Source: an optimization exercise on an open RTL-to-GDS flow (aim: small area, a short achievable clock period and few clock cycles per item). Production flows keep margins and buffers that such runs may drop. In this exercise RTL edits were held to simulation tests only and were not proved equivalent to the original. The clock port is modelled as an ideal driver; clocking choices that lean on that would not hold on a real chip. No activity file was given, so power comes from the tool's default toggle rates.

run 4:
## kmp_substring_search_core
module kmp_substring_search_core (
  input  logic                          clk_i,
  input  logic                          rst_ni,
  input  logic                          in_valid_i,
  output logic                          in_ready_o,
  input  logic [kmp_pkg::REQ_W-1:0]     req_type_i,
  input  logic [kmp_pkg::CHAR_W-1:0]    char_value_i,
  input  logic                          last_text_i,
  output logic                          out_valid_o,
  input  logic                          out_ready_i,
  output logic [kmp_pkg::STAT_W-1:0]    status_o,
  output logic [kmp_pkg::POS_W-1:0]     match_position_o,
  output logic [kmp_pkg::CNT_W-1:0]     pattern_count_o
);
==> module kmp_substring_search_core, before the edit <==
module kmp_substring_search_core (
  input  logic                          clk_i,
  input  logic                          rst_ni,
  input  logic                          in_valid_i,
  output logic                          in_ready_o,
  input  logic [kmp_pkg::REQ_W-1:0]     req_type_i,
  input  logic [kmp_pkg::CHAR_W-1:0]    char_value_i,
  input  logic                          last_text_i,
  output logic                          out_valid_o,
  input  logic                          out_ready_i,
  output logic [kmp_pkg::STAT_W-1:0]    status_o,
  output logic [kmp_pkg::POS_W-1:0]     match_position_o,
  output logic [kmp_pkg::CNT_W-1:0]     pattern_count_o
);
  localparam int NP = kmp_pkg::MAX_PATTERN;
  logic o_v_q;
  logic hold, adv;
  logic sk_empty_q, sk_empty_d;
  logic rdy_q;
  logic xfer;
  assign hold = o_v_q & ~out_ready_i;
  assign adv  = ~hold;
  assign xfer = in_valid_i & rdy_q;
  assign sk_empty_d = adv | (sk_empty_q & ~xfer);
  always_ff @(posedge clk_i or negedge rst_ni) begin
    if (!rst_ni) rdy_q <= 1'b0;
    else         rdy_q <= sk_empty_d;
  end
  assign in_ready_o = rdy_q;
  logic       a_v_q;
  logic [1:0] a_t_q;
  logic [7:0] a_c_q;
  logic       a_l_q;
  logic [1:0] s_t_q;
  logic [7:0] s_c_q;
  logic       s_l_q;
  always_ff @(posedge clk_i or negedge rst_ni) begin
    if (!rst_ni) begin
      a_v_q      <= 1'b0;
      sk_empty_q <= 1'b1;
    end else begin
      if (adv) a_v_q <= ~sk_empty_q | xfer;
      sk_empty_q <= sk_empty_d;
    end
  end
  always_ff @(posedge clk_i) begin
    if (adv) begin
      if (!sk_empty_q) begin
        a_t_q <= s_t_q;
        a_c_q <= s_c_q;
        a_l_q <= s_l_q;
      end else begin
        a_t_q <= req_type_i;
        a_c_q <= char_value_i;
        a_l_q <= last_text_i;
      end
    end
    if (sk_empty_q) begin
      s_t_q <= req_type_i;
      s_c_q <= char_value_i;
      s_l_q <= last_text_i;
    end
  end
  logic [7:0]    q_q [NP];
  logic [NP-1:0] e_q;
  logic [6:0]    len_q;
  logic [NP-1:0] inj;       
  logic [NP-1:0] eq;
  logic [NP-1:0] e_nxt;
  logic          b_go, b_shift, b_txt, b_start, full, hit;
  assign full    = len_q[6];
  assign b_go    = a_v_q & adv;
  assign b_shift = b_go & (a_t_q == kmp_pkg::REQ_APPEND) & ~full;
  assign b_txt   = b_go & (a_t_q == kmp_pkg::REQ_TEXT);
  assign b_start = b_go & (a_t_q == kmp_pkg::REQ_START);
  always_comb begin
    for (int j = 0; j < NP - 1; j++) inj[j] = (len_q[5:0] == 6'(j + 1));
    inj[NP-1] = full;
    for (int j = 0; j < NP; j++) eq[j] = (q_q[j] == a_c_q);
    e_nxt = ({1'b0, e_q[NP-1:1]} | inj) & eq;
  end
  assign hit = e_nxt[0];
  always_ff @(posedge clk_i) begin
    if (b_shift) begin
      q_q[0] <= a_c_q;
      for (int j = 1; j < NP; j++) q_q[j] <= q_q[j-1];
    end
    if (b_start) e_q <= '0;
    else if (b_txt) e_q <= e_nxt;
    else if (b_shift) e_q <= {e_q[NP-2:0], 1'b0};
  end
  always_ff @(posedge clk_i or negedge rst_ni) begin
    if (!rst_ni) begin
      len_q <= '0;
    end else if (b_go && a_t_q == kmp_pkg::REQ_CLEAR) begin
      len_q <= '0;
    end else if (b_shift) begin
      len_q <= len_q + 7'd1;
    end
  end
  logic       c_v_q;
  logic [1:0] c_t_q;
  logic       c_l_q;
  logic       c_hit_q;
  logic       c_err_q;      
  logic [6:0] c_cnt_q;
  always_ff @(posedge clk_i or negedge rst_ni) begin
    if (!rst_ni) c_v_q <= 1'b0;
    else if (adv) c_v_q <= a_v_q;
  end
  always_ff @(posedge clk_i) begin
    if (adv) begin
      c_t_q   <= a_t_q;
      c_l_q   <= a_l_q;
      c_hit_q <= hit;
      c_err_q <= full;
      c_cnt_q <= (a_t_q == kmp_pkg::REQ_CLEAR) ? 7'd0 :
                 (a_t_q == kmp_pkg::REQ_APPEND && !full) ? len_q + 7'd1 : len_q;
    end
  end
  logic [16:0] tp_q;        
  logic        found_q;
  logic [15:0] fpos_q;
  logic        c_go;
  logic [16:0] tp_inc;
  logic [15:0] hit_pos;
  logic        cnt_zero;
  assign c_go     = c_v_q & adv;
  assign tp_inc   = tp_q + 17'd1;
  assign hit_pos  = tp_q[15:0] - {9'd0, c_cnt_q};
  assign cnt_zero = (c_cnt_q == '0);
  logic [2:0]  st;
  logic [15:0] pos;
  logic        f_set, f_clr, t_inc;
  always_comb begin
    st    = kmp_pkg::ST_ACCEPT;
    pos   = '0;
    f_set = 1'b0;
    f_clr = 1'b0;
    t_inc = 1'b0;
    unique case (c_t_q)
      kmp_pkg::REQ_APPEND: if (c_err_q) st = kmp_pkg::ST_ERROR;
      kmp_pkg::REQ_TEXT: begin
        if (found_q) begin
          st  = kmp_pkg::ST_MATCH;
          pos = fpos_q;
        end else if (cnt_zero) begin
          st    = kmp_pkg::ST_MATCH;
          f_set = 1'b1;
        end else if (tp_q[16] && tp_q[0]) begin    
          st = kmp_pkg::ST_ERROR;
        end else begin
          t_inc = 1'b1;
          if (c_hit_q) begin
            st    = kmp_pkg::ST_MATCH;
            pos   = hit_pos;
            f_set = 1'b1;
          end else begin
            st = c_l_q ? kmp_pkg::ST_NOT_FOUND : kmp_pkg::ST_NO_MATCH;
          end
        end
      end
      kmp_pkg::REQ_START: f_clr = 1'b1;
      default: ;
    endcase
  end
  always_ff @(posedge clk_i or negedge rst_ni) begin
    if (!rst_ni) begin
      tp_q    <= 17'd1;
      found_q <= 1'b0;
    end else if (c_go) begin
      if (f_clr) begin
        tp_q    <= 17'd1;
        found_q <= 1'b0;
      end else begin
        if (t_inc) tp_q <= tp_inc;
        if (f_set) found_q <= 1'b1;
      end
    end
  end
  always_ff @(posedge clk_i) begin
    if (c_go && f_set) fpos_q <= pos;
  end
  logic [2:0]  o_st_q;
  logic [15:0] o_pos_q;
  logic [6:0]  o_cnt_q;
  always_ff @(posedge clk_i or negedge rst_ni) begin
    if (!rst_ni) o_v_q <= 1'b0;
    else if (adv) o_v_q <= c_v_q;
  end
  always_ff @(posedge clk_i) begin
    if (adv) begin
      o_st_q  <= st;
      o_pos_q <= pos;
      o_cnt_q <= c_cnt_q;
    end
  end
  assign out_valid_o      = o_v_q;
  assign status_o         = o_st_q;
  assign match_position_o = o_pos_q;
  assign pattern_count_o  = o_cnt_q;
endmodule
==> flow/config.mk <==
export PLATFORM = sky130hd
export DESIGN_NAME = kmp_substring_search_core
export DESIGN_NICKNAME = kmp_substring_search_core
export VERILOG_FILES = /design/flow/design.v
export SDC_FILE = /design/flow/constraint.sdc
export NUM_CORES = 4
export LEC_CHECK = 0
export ABC_CLOCK_PERIOD_IN_PS = 2500
export CAP_MARGIN = 20
export CORE_MARGIN = 2
export CORE_UTILIZATION = 40
export CTS_BUF_LIST = sky130_fd_sc_hd__clkbuf_16
export CTS_CLUSTER_DIAMETER = 80
export CTS_CLUSTER_SIZE = 25
export SETUP_SLACK_MARGIN = 3.8
export SLEW_MARGIN = 20
==> flow/constraint.sdc <==
create_clock -name core_clock -period 6.0 [get_ports {clk_i}]
set_input_delay 1.2000 -clock core_clock [delete_from_list [all_inputs] [get_ports {clk_i}]]
set_output_delay 1.2000 -clock core_clock [all_outputs]
set_load 0.01 [all_outputs]
standard.sh (not shown) runs the stock make flow with config.mk's settings and CLKGATE_MAP_FILE= SYNTH_SCRIPT=/design/flow/synth_recipe.tcl, a recipe that flattens the netlist after the stock synthesis.
==> flow/flow/run.sh <==
#!/bin/bash
set -euo pipefail
work=$(cd "$(dirname "$0")/.." && pwd)
cd "$work"
export POST_CTS_TCL="$work/flow/collapse.tcl"
bash standard.sh > "$work/standard.log" 2>&1
==> flow/flow/collapse.tcl <==
set block [ord::get_db_block]
set clk_net [$block findNet clk_i]
set roots {}
foreach it [$clk_net getITerms] { lappend roots [$it getInst] }
if {[llength $roots] == 1} {
  set root [lindex $roots 0]
  set rnet [[$root findITerm X] getNet]
  set loads {}
  foreach it [$rnet getITerms] {
    if {[$it getInst] ne $root} { lappend loads $it }
  }
  if {[string match "sky130_fd_sc_hd__clkbuf_*" [[$root getMaster] getName]] && [llength $loads] <= 4} {
    foreach it $loads {
      $it disconnect
      $it connect $clk_net
    }
    [$root findITerm A] disconnect
    [$root findITerm X] disconnect
    odb::dbInst_destroy $root
    odb::dbNet_destroy $rnet
    puts "collapse: clock port now drives [llength $loads] buffers directly"
  }
}
Testbench counts of run 4, summed over its fixed seeds: cycles 21,147, items 21,123.
[inputs] run 5 vs run 4
diff --git a/flow/design.v b/flow/design.v
--- a/flow/design.v
+++ b/flow/design.v
@@ -103,24 +103,30 @@
   logic [6:0]    len_q;
   logic [NP-1:0] inj;       
   logic [NP-1:0] eq;
   logic [NP-1:0] e_nxt;
   logic          b_go, b_shift, b_txt, b_start, full, hit;
+  logic          q_shift, qdone_q;
   assign full    = len_q[6];
   assign b_go    = a_v_q & adv;
   assign b_shift = b_go & (a_t_q == kmp_pkg::REQ_APPEND) & ~full;
+  assign q_shift = a_v_q & (a_t_q == kmp_pkg::REQ_APPEND) & ~full & ~qdone_q;
+  always_ff @(posedge clk_i or negedge rst_ni) begin
+    if (!rst_ni) qdone_q <= 1'b0;
+    else         qdone_q <= hold & (qdone_q | q_shift);
+  end
   assign b_txt   = b_go & (a_t_q == kmp_pkg::REQ_TEXT);
   assign b_start = b_go & (a_t_q == kmp_pkg::REQ_START);
   always_comb begin
     for (int j = 0; j < NP - 1; j++) inj[j] = (len_q[5:0] == 6'(j + 1));
     inj[NP-1] = full;
     for (int j = 0; j < NP; j++) eq[j] = (q_q[j] == a_c_q);
     e_nxt = ({1'b0, e_q[NP-1:1]} | inj) & eq;
   end
   assign hit = e_nxt[0];
   always_ff @(posedge clk_i) begin
-    if (b_shift) begin
+    if (q_shift) begin
       q_q[0] <= a_c_q;
       for (int j = 1; j < NP; j++) q_q[j] <= q_q[j-1];
     end
     if (b_start) e_q <= '0;
     else if (b_txt) e_q <= e_nxt;
Findings:
Where worst slew margin relative to its limit is concerned, run 4 is outperformed by run 5.
Utilization for run 5: 0.91 points down relative to run 4
Sort run 4 and run 5 by final total power, descending, and run 5 comes first.
NOTE: area overhead of the layout relative to synthesis in run 5 falls short of that of run 4
Compared run 5 against run 4; met3 track utilization from global routing within noise.
Diff run 4 -> run 5: combinational power saw an increase; hold slack saw an increase; clock period minus worst slack saw a decrease.
In run 5, fraction of the mapped netlist area in compound gates is lower than in run 4.
Proportion of cell area spent on the clock network of run 4 is on par with run 5.
The die used by run 5 is smaller than the one used by run 4.
Initial antenna violation count: run 5 < run 4
When run 5 is set beside run 4, its non-clock buffering overhead in the final layout turns out to be 3.0 points smaller.
Routing usage on met2, run 4 and run 5: smaller value in run 5
Testbench counts of run 5, summed over its fixed seeds: cycles 21,147, items 21,123.

[re-timing with driven ports]
The results above use ideal ports. As a check the final layouts listed here were re-extracted and re-timed, cells and wires unchanged. Step 1 assumes that a clkbuf_16 drives the clock port and a buf_2 every other input. Step 2 moves the port delays by t, midway between the first and last clock arrival at a register: inputs arrive t later, outputs are due t later. That takes back most of the time a late clock gives input paths. Slacks: no drivers / after step 1 / after step 2; pairs: no drivers / after step 1.
| run | t, ns | setup WS [ns] | slew at the worst register clock pin (ns) | pins driven straight from the clock port |
|---|---|---|---|---|
| run 4 | 0.518 | 3.589 / 3.665 / 3.146 | 0.11 / 0.11 | 4 |
| run 5 | 0.518 | 3.688 / 3.639 / 3.349 | 0.10 / 0.10 | 4 |
After both steps every run listed still meets setup and hold. The setup slack of run 4, which loses most, moves by +0.076 ns with the drivers and by -0.443 ns with both steps.
